Context: an optimization exercise on an open-source flow, tuned for small area. The choices shown serve that exercise and are no tape-out recipe. Function was checked by simulation only, so behaviour that the tests miss may differ from the original.

==> job 2602: inputs <==
==> flow/design.v <==
`default_nettype none
package mlp_pkg;
    typedef logic [16-1:0] word_t;
    typedef enum logic [1:0] {
        SEG_SHR2,
        SEG_SHR3,
        SEG_SHR5,
        SEG_ONE
    } sig_seg_e;
    typedef enum logic [2-1:0] {
        REG_X1     = 2'd0,
        REG_X2_GO  = 2'd1,
        REG_STATUS = 2'd2
    } wb_reg_e;
endpackage
`default_nettype wire
`timescale 1ns/10ps
`default_nettype none
module mlp_top (
    input  logic                  clk,
    input  logic                  rst,
    input  logic                  wb_cyc,
    input  logic                  wb_stb,
    input  logic                  wb_we,
    input  logic [2-1:0] wb_adr,
    input  mlp_pkg::word_t        wb_dat_i,
    output mlp_pkg::word_t        wb_dat_o,
    output logic                  wb_ack,
    output logic                  result_valid,
    output mlp_pkg::word_t        sig_value,
    output logic                  class_out
);
    logic [15:0] x1, x2;
    logic [7:0]  cnt;
    logic [1:0]  adr_q;
    logic [3:0]  vld;
    logic        access, launch;
    assign access = wb_cyc && wb_stb && !wb_ack;
    assign launch = access && wb_we && (wb_adr == 2'd1);
    always_ff @(posedge clk)
    begin
        if (rst)
        begin
            wb_ack       <= 1'b0;
            x1           <= '0;
            x2           <= '0;
            cnt          <= '0;
            vld          <= '0;
            result_valid <= 1'b0;
        end
        else
        begin
            wb_ack       <= access;
            vld          <= {vld[2:0], launch};
            result_valid <= vld[3];
            if (access && wb_we && wb_adr == 2'd0)
                x1 <= wb_dat_i;
            if (launch)
            begin
                x2  <= wb_dat_i;
                cnt <= cnt + 1'b1;
            end
        end
    end
    always_ff @(posedge clk)
    begin
        if (access)
            adr_q <= wb_adr;
    end
    always_comb
    begin
        case (adr_q)
            2'd0:    wb_dat_o = x1;
            2'd1:    wb_dat_o = x2;
            2'd2:    wb_dat_o = {8'h00, cnt};
            default: wb_dat_o = '0;
        endcase
    end
    function automatic logic [15:0] relu(input logic [15:0] v);
        relu = v[15] ? '0 : v;
    endfunction
    function automatic logic [31:0] csa(input logic [15:0] p, input logic [15:0] q, input logic [15:0] r);
        logic [15:0] k;
        k = (p & q) | (p & r) | (q & r);
        csa = {k[14:0], 1'b0, p ^ q ^ r};
    endfunction
    function automatic logic [31:0] add2c(input logic [15:0] p, input logic [15:0] q);
        logic [15:0] g, t, h;
        g = p & q;
        t = p ^ q;
        h = t;
        for (int d = 1; d < 16; d = d * 2)
            for (int i = 2 * d - 1; i < 16; i += 2 * d)
            begin
                g[i] = g[i] | (t[i] & g[i - d]);
                t[i] = t[i] & t[i - d];
            end
        for (int d = 4; d >= 1; d = d / 2)
            for (int i = 3 * d - 1; i < 16; i += 2 * d)
            begin
                g[i] = g[i] | (t[i] & g[i - d]);
                t[i] = t[i] & t[i - d];
            end
        add2c = {h ^ {g[14:0] | t[14:0], 1'b1}, h ^ {g[14:0], 1'b0}};
    endfunction
    function automatic logic [15:0] add(input logic [15:0] p, input logic [15:0] q);
        logic [31:0] r;
        r = add2c(p, q);
        add = r[15:0];
    endfunction
    function automatic logic [15:0] add7(input logic [15:0] v);
        logic [15:0] r;
        logic        k;
        r[2:0] = v[2:0] - 3'd1;
        k = |v[2:0];
        for (int i = 3; i < 16; i++)
        begin
            r[i] = v[i] ^ k;
            k = k & v[i];
        end
        add7 = r;
    endfunction
    function automatic logic [15:0] add5(input logic [15:0] p, input logic [15:0] q, input logic [15:0] r,
                                         input logic [15:0] w, input logic [15:0] v);
        logic [31:0] s, u, x;
        s = csa(p, q, r);
        u = csa(s[15:0], s[31:16], w);
        x = csa(u[15:0], u[31:16], v);
        add5 = add(x[15:0], x[31:16]);
    endfunction
    function automatic logic [15:0] add3(input logic [15:0] p, input logic [15:0] q, input logic [15:0] r);
        logic [31:0] s;
        s = csa(p, q, r);
        add3 = add(s[15:0], s[31:16]);
    endfunction
    function automatic logic [15:0] add4(input logic [15:0] p, input logic [15:0] q, input logic [15:0] r,
                                         input logic [15:0] w);
        logic [31:0] s, u;
        s = csa(p, q, r);
        u = csa(s[15:0], s[31:16], w);
        add4 = add(u[15:0], u[31:16]);
    endfunction
    logic [31:0] sa, sbc;
    logic [15:0] fa, b_raw, e;
    logic [14:0] a_q, p_q, b_q, c_q;
    logic        fb_q, fc_q;
    assign sa    = add2c(x1, x2);
    assign fa    = sa[31:16];
    assign sbc   = add2c(x1, ~x2);
    assign b_raw = sbc[15:0];
    assign e     = sbc[31:16];
    always_ff @(posedge clk)
    begin
        a_q <= fa[15] ? ~fa[14:0] : '0;
        p_q <= b_raw[15] ? ~e[14:0] : b_raw[14:0];
        fb_q <= ~b_raw[15];
        fc_q <= e[15];
    end
    logic        ph;
    logic [15:0] a, b, c, c2, c4;
    logic [15:0] z, um, ut, u2, u3, u4;
    logic [15:0] acc_s, acc_c, fb_s, fb_c;
    logic [31:0] l0, l1, l2, l3, l4;
    assign ph = vld[1];
    assign b_q = fb_q ? p_q : '0;
    assign c_q = fc_q ? p_q : '0;
    assign a  = {1'b0, a_q};
    assign b  = {1'b0, b_q};
    assign c  = {1'b0, c_q};
    assign c2 = {c_q, 1'b0};
    assign c4 = {c_q[13:0], 2'b00};
    always_comb
    begin
        z  = add4(a, b, ph ? ~c2 : ~c4, ph ? 16'hFFFD : 16'hFFFC);
        um = relu(z);
        ut = relu(~add7(z));
        if (ph)
            ut = ut << 1;
        u2 = relu(add5(a, a << 1, b, ph ? ~c2 : 16'h0000, 16'hFFFE));
        if (ph)
            u2 = u2 << 1;
        u3 = relu(add4(a, ph ? ~b : b, c2, 16'hFFFE));
        u4 = relu(add4(~a, ph ? b : ~b, 16'hFFFD, 16'h0000));
    end
    assign fb_s = ph ? '0 : acc_s;
    assign fb_c = ph ? '0 : acc_c;
    always_comb
    begin
        l0 = csa(fb_s, fb_c, um);
        l1 = csa(u2, u3, u4);
        l2 = csa(l0[15:0], l0[31:16], l1[15:0]);
        l3 = csa(l2[15:0], l2[31:16], l1[31:16]);
        l4 = csa(l3[15:0], l3[31:16], ut);
    end
    always_ff @(posedge clk)
    begin
        acc_s <= l4[15:0];
        acc_c <= l4[31:16];
    end
    logic [15:0] s;
    logic [9:0]  e_d, e_q;
    assign s = add(acc_s, acc_c);
    always_comb
    begin
        if (s < 16'd1024)
            e_d = {2'b00, s[9:2]};
        else if (s < 16'd2432)
            e_d = 10'((s >> 3) + 16'd128);
        else if (s < 16'd5120)
            e_d = 10'((s >> 5) + 16'd352);
        else
            e_d = 10'd512;
    end
    always_ff @(posedge clk)
    begin
        e_q <= e_d;
    end
    assign sig_value = {5'b00000, e_q[9], ~e_q[9], e_q[8:0]};
    assign class_out = |e_q;
endmodule
`default_nettype wire
==> flow/run.sh <==
#!/bin/bash
# synth_recipe.tcl (not shown) runs the flow's synth.tcl, then flattens the netlist and writes it again
# the make line also repeats each setting of config.mk as NAME=value (left out here)
make -C /OpenROAD-flow-scripts/flow DESIGN_CONFIG=/design/flow/config.mk WORK_HOME=/design/flow/orfs CLKGATE_MAP_FILE= SYNTH_SCRIPT=/design/flow/synth_recipe.tcl finish
==> flow/config.mk <==
export PLATFORM = sky130hd
export DESIGN_NAME = mlp_top
export DESIGN_NICKNAME = mlp_top
export VERILOG_FILES = /design/flow/design.v
export SDC_FILE = /design/flow/constraint.sdc
export NUM_CORES = 4
export LEC_CHECK = 0
export CAP_MARGIN = 0
export CORE_MARGIN = 2
export CORE_UTILIZATION = 70
export CTS_BUF_LIST = sky130_fd_sc_hd__clkbuf_4 sky130_fd_sc_hd__clkbuf_8
export CTS_CLUSTER_DIAMETER = 100
export CTS_CLUSTER_SIZE = 30
export GPL_TIMING_DRIVEN = 0
export PLACE_DENSITY = 0.75
export SLEW_MARGIN = 0
==> flow/constraint.sdc <==
create_clock -name core_clock -period 7.0 [get_ports {clk}]
set_input_delay 1.4000 -clock core_clock [delete_from_list [all_inputs] [get_ports {clk}]]
set_output_delay 1.4000 -clock core_clock [all_outputs]
set_load 0.01 [all_outputs]
==> job 7568 (differences from job 2602) <==
--- a/flow/design.v
+++ b/flow/design.v
@@ -129,4 +129,13 @@
         add5 = add(x[15:0], x[31:16]);
     endfunction
+    function automatic logic [15:0] addr(input logic [15:0] p, input logic [15:0] q, input logic ci);
+        logic k;
+        k = ci;
+        for (int i = 0; i < 16; i++)
+        begin
+            addr[i] = p[i] ^ q[i] ^ k;
+            k = (p[i] & q[i]) | (k & (p[i] ^ q[i]));
+        end
+    endfunction
     function automatic logic [15:0] add3(input logic [15:0] p, input logic [15:0] q, input logic [15:0] r);
         logic [31:0] s;
@@ -141,45 +150,44 @@
         add4 = add(u[15:0], u[31:16]);
     endfunction
-    logic [31:0] sa, sbc;
-    logic [15:0] fa, b_raw, e;
-    logic [14:0] a_q, p_q, b_q, c_q;
+    logic [15:0] fa, d;
+    logic [14:0] a_q, p_q;
     logic        fb_q, fc_q;
-    assign sa    = add2c(x1, x2);
-    assign fa    = sa[31:16];
-    assign sbc   = add2c(x1, ~x2);
-    assign b_raw = sbc[15:0];
-    assign e     = sbc[31:16];
-    always_ff @(posedge clk)
-    begin
-        a_q <= fa[15] ? ~fa[14:0] : '0;
-        p_q <= b_raw[15] ? ~e[14:0] : b_raw[14:0];
-        fb_q <= ~b_raw[15];
-        fc_q <= e[15];
+    assign fa = addr(x1, x2, 1'b1);
+    assign d  = addr(x1, ~x2, 1'b0);
+    always_ff @(posedge clk)
+    begin
+        a_q  <= fa[15] ? ~fa[14:0] : '0;
+        p_q  <= d[15] ? ~d[14:0] : d[14:0];
+        fb_q <= ~d[15];
+        fc_q <= d[15] ^ (&d[14:0]);
     end
     logic        ph;
-    logic [15:0] a, b, c, c2, c4;
+    logic [14:0] b_q, k_q;
+    logic [15:0] a, b, bx, k2, m_op, v_op;
     logic [15:0] z, um, ut, u2, u3, u4;
     logic [15:0] acc_s, acc_c, fb_s, fb_c;
     logic [31:0] l0, l1, l2, l3, l4;
-    assign ph = vld[1];
+    assign ph  = vld[1];
     assign b_q = fb_q ? p_q : '0;
-    assign c_q = fc_q ? p_q : '0;
-    assign a  = {1'b0, a_q};
-    assign b  = {1'b0, b_q};
-    assign c  = {1'b0, c_q};
-    assign c2 = {c_q, 1'b0};
-    assign c4 = {c_q[13:0], 2'b00};
-    always_comb
-    begin
-        z  = add4(a, b, ph ? ~c2 : ~c4, ph ? 16'hFFFD : 16'hFFFC);
+    assign k_q = fc_q ? (fb_q ? '0 : p_q) : 15'd1;
+    assign a   = {1'b0, a_q};
+    assign b   = {1'b0, b_q};
+    assign bx  = ph ? ~b : b;
+    assign k2  = {k_q[14:0], 1'b0};
+    assign m_op = ph ? {~k_q[14:0], 1'b0} : {~k_q[13:0], 2'b11};
+    assign v_op = ph ? {~k_q[14:0], 1'b1} : 16'hFFFE;
+    always_comb
+    begin
+        z  = add3(a, b, m_op);
         um = relu(z);
         ut = relu(~add7(z));
         if (ph)
             ut = ut << 1;
-        u2 = relu(add5(a, a << 1, b, ph ? ~c2 : 16'h0000, 16'hFFFE));
+        u2 = relu(add4(a, a << 1, b, v_op));
         if (ph)
             u2 = u2 << 1;
-        u3 = relu(add4(a, ph ? ~b : b, c2, 16'hFFFE));
-        u4 = relu(add4(~a, ph ? b : ~b, 16'hFFFD, 16'h0000));
+        u3 = relu(add4(a, bx, k2, 16'hFFFC));
+        u4 = add3(a, bx, 16'd4);
+        u4 = u4[15] ? ~u4 : '0;
     end
     assign fb_s = ph ? '0 : acc_s;
@@ -200,13 +208,17 @@
     logic [15:0] s;
     logic [9:0]  e_d, e_q;
-    assign s = add(acc_s, acc_c);
-    always_comb
-    begin
-        if (s < 16'd1024)
+    assign s = addr(acc_s, acc_c, 1'b0);
+    logic lt1, lt2, lt3;
+    assign lt1 = s[15:10] == 6'd0;
+    assign lt2 = s[15:12] == 4'd0 && !(s[11] && (s[10] || s[9] || (s[8] && s[7])));
+    assign lt3 = s[15:13] == 3'd0 && !(s[12] && (s[11] || s[10]));
+    always_comb
+    begin
+        if (lt1)
             e_d = {2'b00, s[9:2]};
-        else if (s < 16'd2432)
-            e_d = 10'((s >> 3) + 16'd128);
-        else if (s < 16'd5120)
-            e_d = 10'((s >> 5) + 16'd352);
+        else if (lt2)
+            e_d = {2'b01, ~s[10], s[9:3]};
+        else if (lt3)
+            e_d = {3'b011, ~(s[11] ^ s[10]), ~s[10], s[9:5]};
         else
             e_d = 10'd512;
--- a/flow/config.mk
+++ b/flow/config.mk
@@ -6,5 +6,5 @@
 export NUM_CORES = 4
 export LEC_CHECK = 0
-export CAP_MARGIN = 0
+export CAP_MARGIN = 20
 export CORE_MARGIN = 2
 export CORE_UTILIZATION = 70
@@ -12,5 +12,4 @@
 export CTS_CLUSTER_DIAMETER = 100
 export CTS_CLUSTER_SIZE = 30
-export GPL_TIMING_DRIVEN = 0
 export PLACE_DENSITY = 0.75
-export SLEW_MARGIN = 0
+export SLEW_MARGIN = 20
==> job 7920 (differences from job 2602) <==
--- a/flow/design.v
+++ b/flow/design.v
@@ -85,9 +85,8 @@
         csa = {k[14:0], 1'b0, p ^ q ^ r};
     endfunction
-    function automatic logic [31:0] add2c(input logic [15:0] p, input logic [15:0] q);
-        logic [15:0] g, t, h;
+    function automatic logic [15:0] add(input logic [15:0] p, input logic [15:0] q);
+        logic [15:0] g, t;
         g = p & q;
         t = p ^ q;
-        h = t;
         for (int d = 1; d < 16; d = d * 2)
             for (int i = 2 * d - 1; i < 16; i += 2 * d)
@@ -102,30 +101,5 @@
                 t[i] = t[i] & t[i - d];
             end
-        add2c = {h ^ {g[14:0] | t[14:0], 1'b1}, h ^ {g[14:0], 1'b0}};
-    endfunction
-    function automatic logic [15:0] add(input logic [15:0] p, input logic [15:0] q);
-        logic [31:0] r;
-        r = add2c(p, q);
-        add = r[15:0];
-    endfunction
-    function automatic logic [15:0] add7(input logic [15:0] v);
-        logic [15:0] r;
-        logic        k;
-        r[2:0] = v[2:0] - 3'd1;
-        k = |v[2:0];
-        for (int i = 3; i < 16; i++)
-        begin
-            r[i] = v[i] ^ k;
-            k = k & v[i];
-        end
-        add7 = r;
-    endfunction
-    function automatic logic [15:0] add5(input logic [15:0] p, input logic [15:0] q, input logic [15:0] r,
-                                         input logic [15:0] w, input logic [15:0] v);
-        logic [31:0] s, u, x;
-        s = csa(p, q, r);
-        u = csa(s[15:0], s[31:16], w);
-        x = csa(u[15:0], u[31:16], v);
-        add5 = add(x[15:0], x[31:16]);
+        add = (p ^ q) ^ {g[14:0], 1'b0};
     endfunction
     function automatic logic [15:0] add3(input logic [15:0] p, input logic [15:0] q, input logic [15:0] r);
@@ -141,28 +115,21 @@
         add4 = add(u[15:0], u[31:16]);
     endfunction
-    logic [31:0] sa, sbc;
-    logic [15:0] fa, b_raw, e;
-    logic [14:0] a_q, p_q, b_q, c_q;
-    logic        fb_q, fc_q;
-    assign sa    = add2c(x1, x2);
-    assign fa    = sa[31:16];
-    assign sbc   = add2c(x1, ~x2);
-    assign b_raw = sbc[15:0];
-    assign e     = sbc[31:16];
+    logic [15:0] a_raw, b_raw, c_raw;
+    logic [14:0] a_q, b_q, c_q;
+    assign a_raw = add(~x1, ~x2);
+    assign b_raw = add( x1, ~x2);
+    assign c_raw = add(~x1,  x2);
     always_ff @(posedge clk)
     begin
-        a_q <= fa[15] ? ~fa[14:0] : '0;
-        p_q <= b_raw[15] ? ~e[14:0] : b_raw[14:0];
-        fb_q <= ~b_raw[15];
-        fc_q <= e[15];
+        a_q <= a_raw[15] ? '0 : a_raw[14:0];
+        b_q <= b_raw[15] ? '0 : b_raw[14:0];
+        c_q <= c_raw[15] ? '0 : c_raw[14:0];
     end
     logic        ph;
     logic [15:0] a, b, c, c2, c4;
-    logic [15:0] z, um, ut, u2, u3, u4;
+    logic [15:0] u0, u1, u2, u3, u4;
     logic [15:0] acc_s, acc_c, fb_s, fb_c;
     logic [31:0] l0, l1, l2, l3, l4;
     assign ph = vld[1];
-    assign b_q = fb_q ? p_q : '0;
-    assign c_q = fc_q ? p_q : '0;
     assign a  = {1'b0, a_q};
     assign b  = {1'b0, b_q};
@@ -172,10 +139,9 @@
     always_comb
     begin
-        z  = add4(a, b, ph ? ~c2 : ~c4, ph ? 16'hFFFD : 16'hFFFC);
-        um = relu(z);
-        ut = relu(~add7(z));
+        u0 = relu(add4(a, b, ph ? ~c2 : ~c4, ph ? 16'hFFFD : 16'hFFFC));
+        u1 = relu(add4(~a, ~b, ph ? c2 : c4, ph ? 16'hFFFE : 16'hFFFF));
         if (ph)
-            ut = ut << 1;
-        u2 = relu(add5(a, a << 1, b, ph ? ~c2 : 16'h0000, 16'hFFFE));
+            u1 = u1 << 1;
+        u2 = relu(add4(a, a << 1, b, ph ? ~c2 - 16'd2 : 16'hFFFE));
         if (ph)
             u2 = u2 << 1;
@@ -187,9 +153,9 @@
     always_comb
     begin
-        l0 = csa(fb_s, fb_c, um);
-        l1 = csa(u2, u3, u4);
+        l0 = csa(u0, u1, u2);
+        l1 = csa(u3, u4, fb_s);
         l2 = csa(l0[15:0], l0[31:16], l1[15:0]);
-        l3 = csa(l2[15:0], l2[31:16], l1[31:16]);
-        l4 = csa(l3[15:0], l3[31:16], ut);
+        l3 = csa(l1[31:16], fb_c, l2[15:0]);
+        l4 = csa(l2[31:16], l3[15:0], l3[31:16]);
     end
     always_ff @(posedge clk)
==> flow/config.mk (replaced) <==
export PLATFORM = sky130hd
export DESIGN_NAME = mlp_top
export DESIGN_NICKNAME = mlp_top
export VERILOG_FILES = /design/flow/design.v
export SDC_FILE = /design/flow/constraint.sdc
export NUM_CORES = 4
export LEC_CHECK = 0
export CAP_MARGIN = 20
export CORE_MARGIN = 2
export CORE_UTILIZATION = 40
export SLEW_MARGIN = 20
==> qor summary <==
| item | job 2602 | job 7568 | job 7920 |
|---|---|---|---|
| Die boundary height | 146 µm | 138 µm | 198 µm |
| Number of cells traversed by the worst register-to-register path | 29 | 25 | 25 |
| Average size of a mapped cell | 8.85 µm² | 9.39 µm² | 8.74 µm² |
| XOR/XNOR share of the synthesized area | 6.93% | 6.20% | 6.75% |
| Total of endpoints with negative setup slack in the final report | 15 | 0 | 0 |
| Detailed-routed wire length on met2 | 17400 µm | 12800 µm | 14900 µm |
| GRT Total Usage | 32.2% | 28.9% | 17.3% |
| Minimum clock period after layout | 7130 ps | 6740 ps | 6650 ps |
| Mean number of vias per cell | 5.45 | 5.41 | 4.71 |
| Beginning of the worst register-to-register path | vld[1] | vld[1] | a_q[1] |
| Number of multi-input logic gates | 1112 | 899 | 1149 |
| Synthesized-area fraction occupied by adder cells | 40.5% | 41.6% | 41.9% |
| Worst setup path startpoint | vld[1] | vld[1] | a_q[1] |
| Run status | complete, but fails checks | timing/DRC/antenna clean | timing/DRC/antenna clean |
| Layout check failures | negative setup slack | - | - |
| Final setup margin | -127 ps | 259 ps | 346 ps |
| Number of fill cells in the layout | 1320 | 1235 | 3627 |
| Input/output buffers | 51 | 52 | 52 |

[re-timing with driven ports]
How much do the figures lean on ideal ports? The routed layouts below were timed once more, with nothing changed but the port constraints. Step 1 sets driving cells, clkbuf_16 on the clock port and buf_2 on the other inputs (assumed; they add their load-dependent delay and slew). Step 2 also shifts input and output timing later by t, the mid clock arrival at the registers, as if the neighbouring blocks saw the same clock. Three values: ideal ports, drivers, drivers and shift; two values: the first two.
run | shift t [ns] | setup WS [ns] | worst setup path at the end | latest minus earliest clock arrival (ns)
job 2602 | 0.524 | -0.127 / -0.127 / -0.127 | register to register | 0.016 / 0.017
job 7568 | 0.493 | 0.259 / 0.259 / 0.259 | register to register | 0.015 / 0.015
job 7920 | 0.487 | 0.346 / 0.346 / 0.346 | register to register | 0.019 / 0.019
